What follows belongs to an exercise in optimizing a design on an open flow for small area, a short achievable clock period and few clock cycles per item; a production flow would make more cautious choices.
Function was checked by simulation only, so behaviour that the tests miss may differ from the original.
Power figures rest on the tool's default switching activity, not on a simulated workload.

alpha:
// aes_key_sched_iter
module aes_key_sched_iter #(
  parameter logic [2:0] MODES_EN = 3'b111,
  parameter int         IDX_W    = 6
) (
  input  logic             clk,
  input  logic             rst_n,
  input  logic             start,
  input  logic [1:0]       mode,
  input  logic [255:0]     key_in,
  output logic             busy,
  output logic             word_valid,
  input  logic             word_ready,
  output logic [31:0]      word_out,
  output logic [IDX_W-1:0] word_idx,
  output logic             done,
  output logic             err
);
Size: roughly 1800 cells after synthesis, about 300 I/O pins, roughly 17000 um2 of cells after synthesis.
export LEC_CHECK = 0
export CAP_MARGIN = 20
export CORE_MARGIN = 2
export CORE_UTILIZATION = 55
export CTS_CLUSTER_DIAMETER = 100
export CTS_CLUSTER_SIZE = 24
export SETUP_SLACK_MARGIN = 3.2
export SLEW_MARGIN = 20
create_clock -name core_clock -period 6.0 [get_ports {clk}]
standard.sh (not shown) runs the stock make flow with config.mk's settings and CLKGATE_MAP_FILE= SYNTH_SCRIPT=/design/flow/synth_recipe.tcl, a recipe that flattens the netlist after the stock synthesis.
==> flow/flow/run.sh <==
#!/bin/bash
# Standard layout with two changes:
#  - the combinational logic is mapped with an area-oriented ABC script
#    (flow/abc_map.script) instead of ORFS's speed script; the resizer's
#    timing repair later sizes what needs it. Registers are mapped by the
#    standard dfflibmap step before ABC runs, so they are unchanged.
#  - the port buffers that global placement inserts are
#    sky130_fd_sc_hd__buf_1; later repair steps may still resize them.
set -euo pipefail
cd "$(dirname "$0")/.."
rm -rf scripts_copy
cp -r "$FLOW_HOME/scripts" scripts_copy
cp flow/abc_map.script scripts_copy/abc_speed.script
export SCRIPTS_DIR="$PWD/scripts_copy"
export BUFFER_PORTS_ARGS="-buffer_cell sky130_fd_sc_hd__buf_1"
bash standard.sh > standard.log 2>&1
==> flow/flow/abc_map.script <==
strash
&get -n
&st
&dch
&nf
&put
topo
stime -c
Testbench counts of alpha, summed over its fixed seeds: cycles 27,072, words 26,552.
Input-level comparison between beta and alpha:
--- a/flow/design.v
+++ b/flow/design.v
@@ -102,58 +102,62 @@
         d2   = (q[1:0] == 2'd1); d1 = (q[1:0] == 2'd2);
         rot  = (q == 3'd7);
         nrot = (q == 3'd3) && (i > IDX_W'(7));
         last = (i == IDX_W'(59));
       end
     endcase
     decode = {kp, d4, d3, d2, d1, rot, nrot, last};
   endfunction
-  logic             busy_q, done_q, err_q;
+  logic             busy_q, idle_q, done_q, err_q;   
   logic [IDX_W-1:0] idx_q, idx_n;
   logic [2:0]       q_q, q_n;       
   logic [1:0]       md_q, md_n;     
   logic [2:0]       nk_q;           
   logic [7:0]       c_q;            
   logic             c_kp, c_d4, c_d3, c_d2, c_d1, c_rot, c_nrot, c_last;
   logic [7:0]       rcon_q;
   logic [7:0]       xa_q, ya_q;     
   logic [7:0]       xb_q, yb_q;     
   logic [3:0]       xm_q, ym_q;     
   logic [7:0]       sb0_q, sb1_q, sb2_q, sb3_q;   
   logic [31:0]      s_q [8];
-  logic             mode_ok, take, ld, adv, hold;
+  logic             mode_ok, take, ld, adv, hold, busy_n;
+  logic [7:0]       c_ld, c_adv;
   logic [31:0]      sh [8];         
   logic [31:0]      temp, new_word, e4, e3;
   logic [7:0]       xin, yin, xout, yout;
   always_comb begin
     case (mode)
       2'd0:    mode_ok = MODES_EN[0];
       2'd1:    mode_ok = MODES_EN[1];
       2'd2:    mode_ok = MODES_EN[2];
       default: mode_ok = 1'b0;
     endcase
   end
   assign {c_kp, c_d4, c_d3, c_d2, c_d1, c_rot, c_nrot, c_last} = c_q;
-  assign take  = start && !busy_q && mode_ok;
-  assign ld    = !busy_q;
-  assign adv   = busy_q && word_ready;
-  assign hold  = busy_q && !word_ready;
+  assign take  = start && idle_q && mode_ok;
+  assign ld    = idle_q;
+  assign adv   = !idle_q && word_ready;
+  assign hold  = !idle_q && !word_ready;
   always_comb begin
     idx_n = idx_q;
     q_n   = q_q;
     md_n  = md_q;
     if (ld) begin
       idx_n = '0;
       q_n   = 3'd0;
       md_n  = mode;
     end else if (adv) begin
       idx_n = idx_q + 1'b1;
       q_n   = c_rot ? 3'd0 : q_q + 3'd1;
     end
+    c_ld  = decode('0, 3'd0, mode);
+    c_adv = decode(idx_q + 1'b1, c_rot ? 3'd0 : q_q + 3'd1, md_q);
+    busy_n = take || (!idle_q && !(adv && c_last));
   end
   always_comb begin
     temp = ({32{c_rot}}  & {sb1_q ^ rcon_q, sb2_q, sb3_q, sb0_q})
          | ({32{c_nrot}} & {sb0_q, sb1_q, sb2_q, sb3_q})
          | ({32{!c_rot && !c_nrot && !c_kp}} & s_q[7]);
     new_word = s_q[0] ^ temp;
     for (int k = 0; k < 7; k++) sh[k] = s_q[k+1];
     if (nk_q[0]) sh[2] = s_q[7];
@@ -164,31 +168,33 @@
     xin  = c_d4 ? e4[31:24] : e3[23:16];
     yin  = c_d4 ? e4[15:8]  : e3[7:0];
     xout = sbox_out(xb_q, xm_q);
     yout = sbox_out(yb_q, ym_q);
   end
   always_ff @(posedge clk) begin
     if (!rst_n) begin
       busy_q <= 1'b0;
+      idle_q <= 1'b1;
       done_q <= 1'b0;
       err_q  <= 1'b0;
     end else begin
       done_q <= adv && c_last;
-      err_q  <= start && !busy_q && !mode_ok;
-      if (take)               busy_q <= 1'b1;
-      else if (adv && c_last) busy_q <= 1'b0;
+      err_q  <= start && idle_q && !mode_ok;
+      busy_q <= busy_n;
+      idle_q <= !busy_n;
     end
   end
   always_ff @(posedge clk) begin
     idx_q <= idx_n;
     q_q   <= q_n;
     md_q  <= md_n;
     nk_q  <= {md_n == 2'd2, md_n == 2'd1, md_n == 2'd0};
-    c_q   <= decode(idx_n, q_n, md_n);
+    if (ld)       c_q <= c_ld;
+    else if (adv) c_q <= c_adv;
     for (int k = 0; k < 7; k++)
       s_q[k] <= ({32{ld}} & key_in[223 - 32*k -: 32]) | ({32{adv}} & sh[k])
               | ({32{hold}} & s_q[k]);
     s_q[7] <= ({32{ld}} & key_in[255:224]) | ({32{adv}} & sh[7]) | ({32{hold}} & s_q[7]);
     if (ld) begin
       rcon_q <= 8'h01;
     end else if (adv && c_rot) begin
       rcon_q <= {rcon_q[6:0], 1'b0} ^ (rcon_q[7] ? 8'h1b : 8'h00);
==> comparison <==
- The higher worst setup slack came out of beta.
- Summary — hold slack, beta relative to alpha: lower, by 32 ps.
- From alpha to beta the numbers moved as follows: final non-filler cell area now sits lower, sum of met2 wire segment lengths after detailed routing now sits lower.
- beta vs. alpha: post-detailed-route via-to-cell ratio went up by 0.29.
- | core utilization | alpha vs beta | ≈ equal |
- met2 track demand over resource in global routing ends up higher on alpha.
- beta -> alpha: sequential cell count flat
- Synthesized cell count (beta vs. alpha) decreases by a little under 10%
- Sort alpha and beta by complex-gate fraction of the synthesized area, descending, and alpha comes first.
- beta against alpha: power dropped 5.0%; fraction of area in clock buffers and inverters climbed 0.21 points.
Testbench counts of beta, summed over its fixed seeds: cycles 27,072, words 26,552.

[separate check: timing with driven ports]
The results above use ideal ports. As a check the final layouts listed here were re-extracted and re-timed, cells and wires unchanged. Step 1 sets driving cells, clkbuf_16 on the clock port and buf_2 on the other inputs (assumed; they add their load-dependent delay and slew). Step 2 also shifts input and output timing later by t, the mid clock arrival at the registers, as if the neighbouring blocks saw the same clock. Slacks: ideal ports / drivers / drivers and shift; pairs: ideal ports / drivers.
run	t (ns)	setup slack, ns	worst setup path after step 2	pins driven straight from the clock port
alpha	0.577	3.272 / 3.272 / 2.720	input to register	1
beta	0.568	3.300 / 3.300 / 2.827	input to register	1
After both steps every run listed still meets setup and hold. The setup slack of alpha, which loses most, moves by 0.000 ns with the drivers and by -0.552 ns with both steps.
